Background: an optimization exercise with open tools, aiming at small area. Do not read the settings as production practice.
The RTL was checked by simulation tests, not by an equivalence proof against the original design.
Power and IR drop assume default switching activity.

## flow/design.v

```verilog
package writeback_regfile_pkg;
    localparam int WB_XLEN   = 32;
    localparam int REG_NUM   = 32;
    localparam int REG_IDX_W = $clog2(REG_NUM);
    localparam logic [1:0] RES_ALU = 2'b00;
    localparam logic [1:0] RES_MEM = 2'b01;
    localparam logic [1:0] RES_PC4 = 2'b10;
    localparam logic [1:0] RES_IMM = 2'b11;
endpackage
module wb_result_mux
#(
    parameter int W = writeback_regfile_pkg::WB_XLEN
) (
    input  logic [1:0]   ResultSrc,
    input  logic [W-1:0] ALUResult,
    input  logic [W-1:0] ReadData,
    input  logic [W-1:0] PCPlus4,
    input  logic [W-1:0] ExtImm,
    output logic [W-1:0] Result
);
    always_comb begin
        Result = ALUResult;
        case (ResultSrc)
            writeback_regfile_pkg::RES_ALU: Result = ALUResult;
            writeback_regfile_pkg::RES_MEM: Result = ReadData;
            writeback_regfile_pkg::RES_PC4: Result = PCPlus4;
            writeback_regfile_pkg::RES_IMM: Result = ExtImm;
            default: Result = ALUResult;
        endcase
    end
endmodule
module wb_rf_row #(
    parameter int W = 32
) (
    input  logic         clock,
    input  logic         hold,
    input  logic         we,
    input  logic [W-1:0] d,
    output logic [W-1:0] q
);
    always_ff @(posedge clock) begin
        q <= (q & {W{hold}}) | (d & {W{we}});
    end
endmodule
module wb_aoi222 (
    input  logic [2:0] d,
    input  logic [2:0] s,
    output logic       y_n
);
    assign y_n = !((d[0] & s[0]) | (d[1] & s[1]) | (d[2] & s[2]));
endmodule
module wb_aoi22 (
    input  logic [1:0] d,
    input  logic [1:0] s,
    output logic       y_n
);
    assign y_n = !((d[0] & s[0]) | (d[1] & s[1]));
endmodule
module wb_rd_bit (
    input  logic [31:0] d,
    input  logic [31:0] s,
    output logic        y
);
    logic [10:0] t_n;
    for (genvar k = 0; k < 10; k++) begin : g_t
        wb_aoi222 u_t (.d(d[3*k+2:3*k]), .s(s[3*k+2:3*k]), .y_n(t_n[k]));
    end
    wb_aoi22 u_t10 (.d(d[31:30]), .s(s[31:30]), .y_n(t_n[10]));
    assign y = !(&t_n[3:0]) | !(&t_n[7:4]) | !(&t_n[10:8]);
endmodule
module writeback_regfile
#(
    parameter int XLEN  = writeback_regfile_pkg::WB_XLEN,
    parameter int NREG  = writeback_regfile_pkg::REG_NUM,
    parameter int CNT_W = 32
) (
    input  logic                    clock,
    input  logic                    reset,
    input  logic                    RegWrite,
    input  logic [1:0]              ResultSrc,
    input  logic [$clog2(NREG)-1:0] RegAdrWrite,
    input  logic [XLEN-1:0]         ALUResult,
    input  logic [XLEN-1:0]         ReadData,
    input  logic [XLEN-1:0]         PCPlus4,
    input  logic [XLEN-1:0]         ExtImm,
    input  logic [$clog2(NREG)-1:0] Rs1Adr,
    input  logic [$clog2(NREG)-1:0] Rs2Adr,
    output logic [XLEN-1:0]         Rs1Data,
    output logic [XLEN-1:0]         Rs2Data,
    output logic [XLEN-1:0]         Result,
    output logic [CNT_W-1:0]        WbCount
);
    localparam int AW = $clog2(NREG);
    logic [XLEN-1:0]  regs_r [NREG];
    logic [CNT_W-1:0] wb_count_r;
    logic [XLEN-1:0]  result_s;
    logic             commit_s;
    logic [NREG-1:1]  we_s;
    logic [NREG-1:1]  hold_s;
    logic             byp1_s;
    logic             byp2_s;
    logic [NREG-1:0]  sel1_s;
    logic [NREG-1:0]  sel2_s;
    wb_result_mux #(.W(XLEN)) u_result_mux (
        .ResultSrc (ResultSrc),
        .ALUResult (ALUResult),
        .ReadData  (ReadData),
        .PCPlus4   (PCPlus4),
        .ExtImm    (ExtImm),
        .Result    (result_s)
    );
    assign commit_s = RegWrite && !reset && (RegAdrWrite != {AW{1'b0}});
    assign regs_r[0] = result_s;
    for (genvar i = 1; i < NREG; i++) begin : g_reg
        assign we_s[i]   = commit_s && (RegAdrWrite == AW'(i));
        assign hold_s[i] = !reset && !we_s[i];
        wb_rf_row #(.W(XLEN)) u_row (
            .clock (clock),
            .hold  (hold_s[i]),
            .we    (we_s[i]),
            .d     (result_s),
            .q     (regs_r[i])
        );
    end
    logic [CNT_W:0] carry_s;
    assign carry_s[0] = commit_s;
    for (genvar b = 0; b < CNT_W; b++) begin : g_cnt
        assign carry_s[b+1] = carry_s[b] & wb_count_r[b];
        always_ff @(posedge clock) begin
            wb_count_r[b] <= !reset & (wb_count_r[b] ^ carry_s[b]);
        end
    end
    assign byp1_s = commit_s && (Rs1Adr == RegAdrWrite);
    assign byp2_s = commit_s && (Rs2Adr == RegAdrWrite);
    assign sel1_s[0] = byp1_s;
    assign sel2_s[0] = byp2_s;
    for (genvar i = 1; i < NREG; i++) begin : g_sel
        assign sel1_s[i] = !byp1_s && (Rs1Adr == AW'(i));
        assign sel2_s[i] = !byp2_s && (Rs2Adr == AW'(i));
    end
    for (genvar b = 0; b < XLEN; b++) begin : g_rd
        logic [NREG-1:0] col;
        for (genvar i = 0; i < NREG; i++) begin : g_col
            assign col[i] = regs_r[i][b];
        end
        wb_rd_bit u_rd1 (.d(col), .s(sel1_s), .y(Rs1Data[b]));
        wb_rd_bit u_rd2 (.d(col), .s(sel2_s), .y(Rs2Data[b]));
    end
    assign Result  = result_s;
    assign WbCount = wb_count_r;
endmodule
```

## flow/run.sh

```bash
#!/bin/bash
# synth_recipe.tcl (not shown) runs the flow's synth.tcl, then flattens the netlist and writes it again
# the make line also repeats each setting of config.mk as NAME=value (left out here)
make -C /OpenROAD-flow-scripts/flow DESIGN_CONFIG=/design/flow/config.mk WORK_HOME=/design/flow/orfs CLKGATE_MAP_FILE= SYNTH_SCRIPT=/design/flow/synth_recipe.tcl finish
```

## flow/config.mk

```make
export PLATFORM = sky130hd
export DESIGN_NAME = writeback_regfile
export DESIGN_NICKNAME = writeback_regfile
export VERILOG_FILES = /design/flow/design.v
export SDC_FILE = /design/flow/constraint.sdc
export NUM_CORES = 4
export LEC_CHECK = 0
export CAP_MARGIN = 20
export CORE_MARGIN = 2
export CORE_UTILIZATION = 50
export CTS_BUF_LIST = sky130_fd_sc_hd__clkbuf_4 sky130_fd_sc_hd__clkbuf_8
export SLEW_MARGIN = 20
export SYNTH_HIERARCHICAL = 1
```

## flow/constraint.sdc

```tcl
create_clock -name core_clock -period 7.0 [get_ports {clock}]
set_input_delay 1.4000 -clock core_clock [delete_from_list [all_inputs] [get_ports {clock}]]
set_output_delay 1.4000 -clock core_clock [all_outputs]
set_load 0.01 [all_outputs]
```

==> notes.md, run 1 <==
TritonCTS Buffers=169; Global Route Usage Sum=between 40% and 50%; Chip Width=297 µm; Initial Utilization=50.4%; CP Data Required Time=5600 ps; layout violations=setup timing; multi-input gate area in the final layout=approximately 21000 µm²; routed via count=around 43000; Fmax=about 140 MHz; post-synthesis simple-gate area fraction=6.50%; routed len/inst=37.8 µm; Layout area overhead=24.1%; row cnt=107; Max Cap Violations=0; Final min period=7040 ps; detailed placer's ending HPWL=around 130 mm; #FFs+latches synth=1024; Fillers=6689; Worst Tran Pin Value=1320 ps; Setup-failing EPs final=3; Synth top area share=47.8%; Num Clock Sinks=1024; PortBufs=approximately 280; WS Path Type=in -> out; total of warnings raised by yosys=11; Pre-antenna DRT Iters=15; final worst slack=-37.8 ps; initial antenna violation count=8; Syn Inst Count=around 3500; Nets=roughly 4200; synth cell count leaders=dfxtp_1, a22o_1, a222oi_1, buf_6, nand4_1; Synth area leaders=dfxtp_1, a22o_1, a222oi_1, buf_6, nand4_1; largest net degree at the start of global routing=49; GPL Wtd Cong=1.00; Peak VDD IR=just under 200 µV; CP cell instances=clkdlybuf4s50_1 -> buf_4 -> o41ai_4 -> buf_4 -> nor4_4 -> buf_4 -> buf_12 -> nor4b_4 -> buf_12 -> a222oi_1 -> nand4_1 -> or3_1 -> clkdlybuf4s50_1; Post-synth top flop=dfxtp_1; dpl ws=-785 ps; share of cells above drive strength 1=a little under a quarter; Top delay family on crit path=buffers and inverters; Startpoint Class=input port; pwr dens=242 nW/µm²; most area-hungry cell type in the Yosys netlist=dfxtp_1; Hold Violations, Final=0; DR iter-0 viols=10700; Hold Path Class=reg -> reg; P_leak=approximately 19 nW; RSZ-0062 raised after global routing=false; crit end category=output pin; clk root buf=clkbuf_8; syn_nets=3666; Worst-path clk slew=70 ps; depth of the CTS H-tree=4; Mapped Area=42900 µm²; Synth Area in Compound Gates=37.4%; status=finished with violations; count leader, synth=dfxtp_1; Synth async-reset ratio=0%; number of remaining DRC errors=0; CP max FO=21; clk buf depth=3; global-route wire length before repair=285 mm; adder-cell share of the synthesized area=0.905%; grt ovf=0; die area=88100 µm²; Avg Cell Area, Syn=12.3 µm²; Crit path largest cell delay=1130 ps; Max transition margin=11.9%; main combinational cell family by area after synthesis=compound AO/OA/AOI/OAI gates; number of synthesized flops with an enable pin=0; Cell variety after synth=38; final slew viol count=0; via-per-instance ratio=8.09; core box area=between 80000 and 90000 µm²; proportion of synthesized area in mux cells=1.70%; CP dominant cell by count=buf_4; io pins=276; Critical Path AT=5640 ps; total power=approximately 13 mW; Synth Area in XOR/XNOR=0.225%; wirelength, routed=201 mm; Skew-Pair Late Insertion Delay=approximately 860 ps; Die Y=297 µm; Setup Skew=about 36 ps; Slowest-stage cell, CP=nor4b_4; Seq/Total Area, Yosys=a little under half; period utilization=101%; Reg area=20500 µm²; CTS tree=done; ANT nets after route=0; Buf+Inv Stages, Crit Path=7; number of global-route vias before repair=41567
-- report_power, final --
part	switching [mW]	leakage, nW	internal (mW)
sequential	0.0414	8.25	5.88
combinational	0.742	9.09	0.329
clock	2.55	2.01	3.32
-- logic make-up after synthesis --
kind of cell,count (synthesis)
compound gates,1705
xor+xnor,11
fa+ha+maj,31
buf+inv,229
flops,1024
mux,32
simple gates,455
-- registers in the layout, indices dropped and copies added (netlist names) --
signal,flops
wb_count_r,32
g.u_row.q,992
-- layout make-up --
cell class                 instances  area share [%]
tap                             1144            2.69
inverter                           1         0.00705
timing repair buffer             595            11.5
clock buffer                     266            6.42
antenna                            7          0.0329
multi-input combinational       2234            40.1
sequential                      1024            38.5
clock inverter                    40           0.710
-- worst paths after layout --
path	from	end	slack [ps]	depth (start not counted)
max	RegAdrWrite[3]	Rs1Data[31]	-40	13
min	g_reg[22].u_row.q[14]	g_reg[22].u_row.q[14]	510	1
max reg2reg	wb_count_r[0]	wb_count_r[31]	1470	33
min reg2reg	g_reg[22].u_row.q[14]	g_reg[22].u_row.q[14]	510	1
-- metal layers --
layer	track usage, %	vias up	share of wire, %
met2	63.2	4161	43
met1	55.0	21042	35
met4	33.6	4	8.6
met3	10.7	866	14
met5	0	-	0.013
li1	-	16873	-
-- metrics by stage --
step / hold WS [ps] / std cells / util [%] / cell area (µm²) / setup TNS (ps)
2_1_floorplan: 477 / 3487 / - / 43300 / -918
3_3_place_gp: 487 / 4974 / 57.7 / 49100 / -4670
3_5_place_dp: 494 / 4980 / 57.9 / 49200 / -3110
4_1_cts: 513 / 5286 / 62.3 / 53000 / 0
5_1_grt: 520 / 5305 / 62.6 / 53200 / 0
6_report: 514 / 5311 / 62.6 / 53200 / -75.9
-- cell usage in the layout, fill, tap and decap left out, types with 6 or more instances in the layout --
cell / Yosys / routed
a21oi_4: 0 / 8
a222oi_1: 640 / 640
a22o_1: 930 / 930
a22o_2: 62 / 62
a22oi_2: 64 / 64
buf_12: 3 / 71
buf_4: 3 / 241
bufinv_16: 0 / 6
clkbuf_4: 0 / 39
clkbuf_8: 0 / 228
clkdlybuf4s50_1: 0 / 270
clkinv_2: 0 / 25
clkinvlp_4: 0 / 7
dfxtp_1: 1024 / 1024
diode_2: 0 / 7
ha_4: 0 / 30
mux4_2: 30 / 30
nand2_1: 13 / 13
nand2b_1: 8 / 8
nand3_1: 67 / 67
nand4_1: 130 / 130
nor2_1: 60 / 6
nor2_2: 0 / 18
nor2_4: 0 / 36
nor2b_1: 35 / 35
nor3_2: 0 / 23
nor3_4: 0 / 8
nor4_4: 0 / 17
nor4b_4: 0 / 16
or3_1: 65 / 65
xnor2_1: 7 / 7
-- modules after synthesis (local to each module, per instance), excerpt --
module | times used | cell area [µm²] | cells inside
wb_aoi222 | 640 | 10.0 | 1
wb_aoi22 | 64 | 12.5 | 1
wb_rd_bit | 64 | 23.8 | 4
writeback_regfile | 1 | 2610 | 318
-- repair_timing --
item                       CTS  global route
hold buffers                 0             0
setup endpoints to repair    2            26
pin swaps                    4             8
resized for setup            0             0
setup buffers                0            11
==> run 2: changes to the inputs <==
--- a/flow/config.mk
+++ b/flow/config.mk
@@ -7,7 +7,6 @@
 export LEC_CHECK = 0
 export CAP_MARGIN = 20
 export CORE_MARGIN = 2
-export CORE_UTILIZATION = 50
-export CTS_BUF_LIST = sky130_fd_sc_hd__clkbuf_4 sky130_fd_sc_hd__clkbuf_8
+export CORE_UTILIZATION = 30
 export SLEW_MARGIN = 20
 export SYNTH_HIERARCHICAL = 1
==> run 2 against run 1 <==
Compared with the run above: still fails the layout checks on setup timing; clock power rose by 2%; cell count grew 12%; largest cell class unchanged; combinational power is essentially flat; critical path type unchanged; routed wire length fell by 3.1%; register-to-register slack better by 50 ps; non-clock buffer count decreased by 8; highest routed layer unchanged; first-iteration DRC count shrank 2.6%; critical endpoint is now Rs1Data[2]; largest power group is now the clock network; area after synthesis stayed put; critical path depth is the same; via count shrank 4.6%; synthesized cell count unchanged.
==> notes.md, run 2 <==
status=finished with violations; layout violations=setup timing; routed len/inst=around 33 µm; critical path depth=13; Critical Path AT=roughly 5600 ps; Post-synth top flop=dfxtp_1; Mapped Area=between 40000 and 50000 µm²; count leader, synth=dfxtp_1; TritonCTS Buffers=105; Final min period=7010 ps; CP Data Required Time=5600 ps; CP max FO=9; Synth area leaders=dfxtp_1, a22o_1, a222oi_1, buf_6, nand4_1; final slew viol count=0; clock share of power=46.1%; core box area=142000 µm²; Avg Cell Area, Syn=12.3 µm²; CP cell instances=clkdlybuf4s50_1 -> xnor2_1 -> nand3_1 -> nor4_4 -> buf_12 -> buf_12 -> nor4_4 -> buf_4 -> buf_4 -> a222oi_1 -> nand4_1 -> or3_1 -> clkdlybuf4s50_1; Hold Violations, Final=0; biggest regs=g.u_row.q: 992 flops, wb_count_r: 32 flops; most area-hungry cell type in the Yosys netlist=dfxtp_1; pwr dens=240 nW/µm²; period utilization=100%; Critical Path Start=Rs1Adr[0]; Synth async-reset ratio=0%; Startpoint Class=input port; P_int=~9.7 mW; P_sw=3.29 mW; global-route wire length before repair=278 mm; total of warnings raised by yosys=11; Setup-failing EPs final=1; sequential share of power=approximately 46%; hold path cells=1; Layout area overhead=26.3%; Fillers=around 14000; FF-to-FF Start=wb_count_r[0]; depth of the CTS H-tree=3; Setup Skew=36.9 ps; reg2reg setup slack=1520 ps; row cnt=between 100 and 150; Nets=4132; Max transition margin=11.9%; Buf+Inv Stages, Crit Path=6; routed via count=40975; Max Cap Violations=0; WS Path Type=in -> out; Num Clock Sinks=a little over 1000; Seq/Total Area, Yosys=a little under half; Die Y=382 µm; wirelength, routed=195 mm; share of cells above drive strength 1=20.1%; multi-input gate area in the final layout=21500 µm²; detailed placer's ending HPWL=about 130 mm; r2r worst-path depth=33; grt ovf=0; final worst slack=-8.51 ps; number of synthesized flops with an enable pin=0; die area=about 150000 µm²; max FFs per register=between 900 and 1000; reg2reg end=wb_count_r[31]; Initial Utilization=around 30%; number of global-route vias before repair=around 39000; Combinational Power Share=under 10%; clk root buf=clkbuf_16; Pre-antenna DRT Iters=12; ANT nets after route=0; Slowest-stage cell, CP=clkdlybuf4s50_1; Fmax=roughly 140 MHz; via-per-instance ratio=just under 7; Crit path largest cell delay=740 ps; Layout Utilization=38.2%; P_leak=around 19 nW; Final Hold Slack=511 ps; Cell variety after synth=38; synth cell count leaders=dfxtp_1, a22o_1, a222oi_1, buf_6, nand4_1; Syn Inst Count=3487; Worst Tran Pin Value=~1300 ps; Top delay family on crit path=buffers and inverters; Chip Width=382 µm; Hold Path Class=reg -> reg; DR iter-0 viols=10419; most flop-heavy register=g.u_row.q; Worst-path clk slew=60 ps; Setup crit end=Rs1Data[2]; initial antenna violation count=7; leading cell type in the layout, fill and taps excluded=dfxtp_1; #FFs+latches synth=about 1000; syn_nets=3666; most frequent cells in the layout=dfxtp_1, a22o_1, a222oi_1; Peak VDD IR=188 µV; clk buf depth=3; CTS tree=done; largest net degree at the start of global routing=45; Synth top area share=47.8%; GPL Wtd Cong=0.973; Reg area=a little over 20000 µm²; io pins=276; Skew-Pair Late Insertion Delay=720 ps; PortBufs=275; crit end category=output pin; Net Sw Frac=25.4%; Global Route Usage Sum=25.3%; setup TNS=-8.51 ps; number of remaining DRC errors=0; RSZ-0062 raised after global routing=false
==> run 2: per-layer routing <==
layer	vias up	routed length, µm	global-route usage (%)
li1	16709	-	-
met1	20377	76000	34.0
met2	3350	81800	36.7
met3	531	25400	6.92
met4	8	11300	13.6
met5	-	159	0
==> run 2: worst register-to-register path: cells and delay by family, from the launching register on <==
kind	cells	cell delay [ps]
xor gates and xnor gates	1	120
adders and majority gates	31	4760
DFF	1	330
and+or+nand+nor	1	60
==> run 2: worst min path at each step <==
stage	start	endpoint	slack (ps)
after detailed placement	g_reg[9].u_row.q[8]	g_reg[9].u_row.q[8]	490
after CTS	g_reg[3].u_row.q[20]	g_reg[3].u_row.q[20]	510
final	g_reg[7].u_row.q[11]	g_reg[7].u_row.q[11]	510
after global routing	g_reg[16].u_row.q[14]	g_reg[16].u_row.q[14]	520
after global placement	g_reg[21].u_row.q[23]	g_reg[21].u_row.q[23]	490
after floorplan	g_reg[12].u_row.q[0]	g_reg[12].u_row.q[0]	480
==> run 2: final cells by class <==
type / count / share of cell area [%]
sequential: 1024 / 37.8
clock inverter: 35 / 1.01
timing repair buffer: 587 / 11.4
antenna: 2 / 0.00924
multi-input combinational: 2234 / 39.6
inverter: 1 / 0.00693
tap: 1890 / 4.37
clock buffer: 156 / 5.72
==> run 2: through the flow <==
stage          instance area, µm²  instances  worst slack, ps  power (mW)
4_1_cts                     53800       5911             22.5        13.0
6_report                    54200       5929            -8.51        13.0
3_3_place_gp                50000       5715            -1020        7.06
5_1_grt                     54200       5927             14.9        13.3
2_1_floorplan               43300       3487             -343        6.52
3_5_place_dp                50100       5720             -988        7.07
==> run 2: what timing repair did <==
item	CTS	global route
hold buffers	0	0
buffers inserted	0	4
setup endpoints to repair	53	35
gates resized for setup	1	11
pin swaps	1	13
==> run 2: logic make-up (layout without fill, tap and decap cells) <==
group,count (synthesis),in the layout,synth area share (%)
other,0,2,0
buffers and inverters,229,779,5.45
adder cells (fa/ha/maj),31,31,0.905
multiplexers,32,32,1.70
XOR/XNOR,11,11,0.225
AO/OA/AOI/OAI,1705,1705,37.4
flip-flops,1024,1024,47.8
AND/OR/NAND/NOR,455,455,6.50
==> run 2: power by group through the flow <==
stage | Combinational (mW) | Clock, mW | Sequential (mW)
3_5_place_dp | 1.03 | 0 | 6.04
5_1_grt | 1.10 | 6.28 | 5.92
4_1_cts | 1.03 | 6.02 | 5.91
6_report | 1.08 | 5.99 | 5.91
3_3_place_gp | 1.02 | 0 | 6.04
2_1_floorplan | 0.483 | 0 | 6.03
==> run 2: per-module statistics from Yosys, one instance, submodules excluded, excerpt <==
module             times used  cells inside  area [µm²]  flops+latches
wb_aoi22                   64             1        12.5              0
writeback_regfile           1           318        2610             32
wb_rd_bit                  64             4        23.8              0
wb_aoi222                 640             1        10.0              0

==> afterwards: timing with drivers on the ports <==
How much do the figures lean on ideal ports? The routed layouts below were timed once more, with nothing changed but the port constraints. Step 1 sets driving cells, clkbuf_16 on the clock port and buf_2 on the other inputs (assumed; they add their load-dependent delay and slew). Step 2 adds t to the input delays and takes it off the output delays; t is the mean of the earliest and latest rising clock arrival at the registers after step 1. Input paths then give back, and output paths get back, about the clock's delay inside the block. Slacks: ideal / step 1 / step 2; pairs: ideal / step 1.
run	t, ns	slack for setup (ns)	worst data-port slew with drivers (ns)
run 1	0.926	-0.038 / -0.064 / -0.699	0.05
run 2	0.782	-0.009 / -0.034 / -0.552	0.12
For run 1, which loses most, drivers alone change the setup slack by -0.026 ns; drivers and shift together by -0.661 ns.
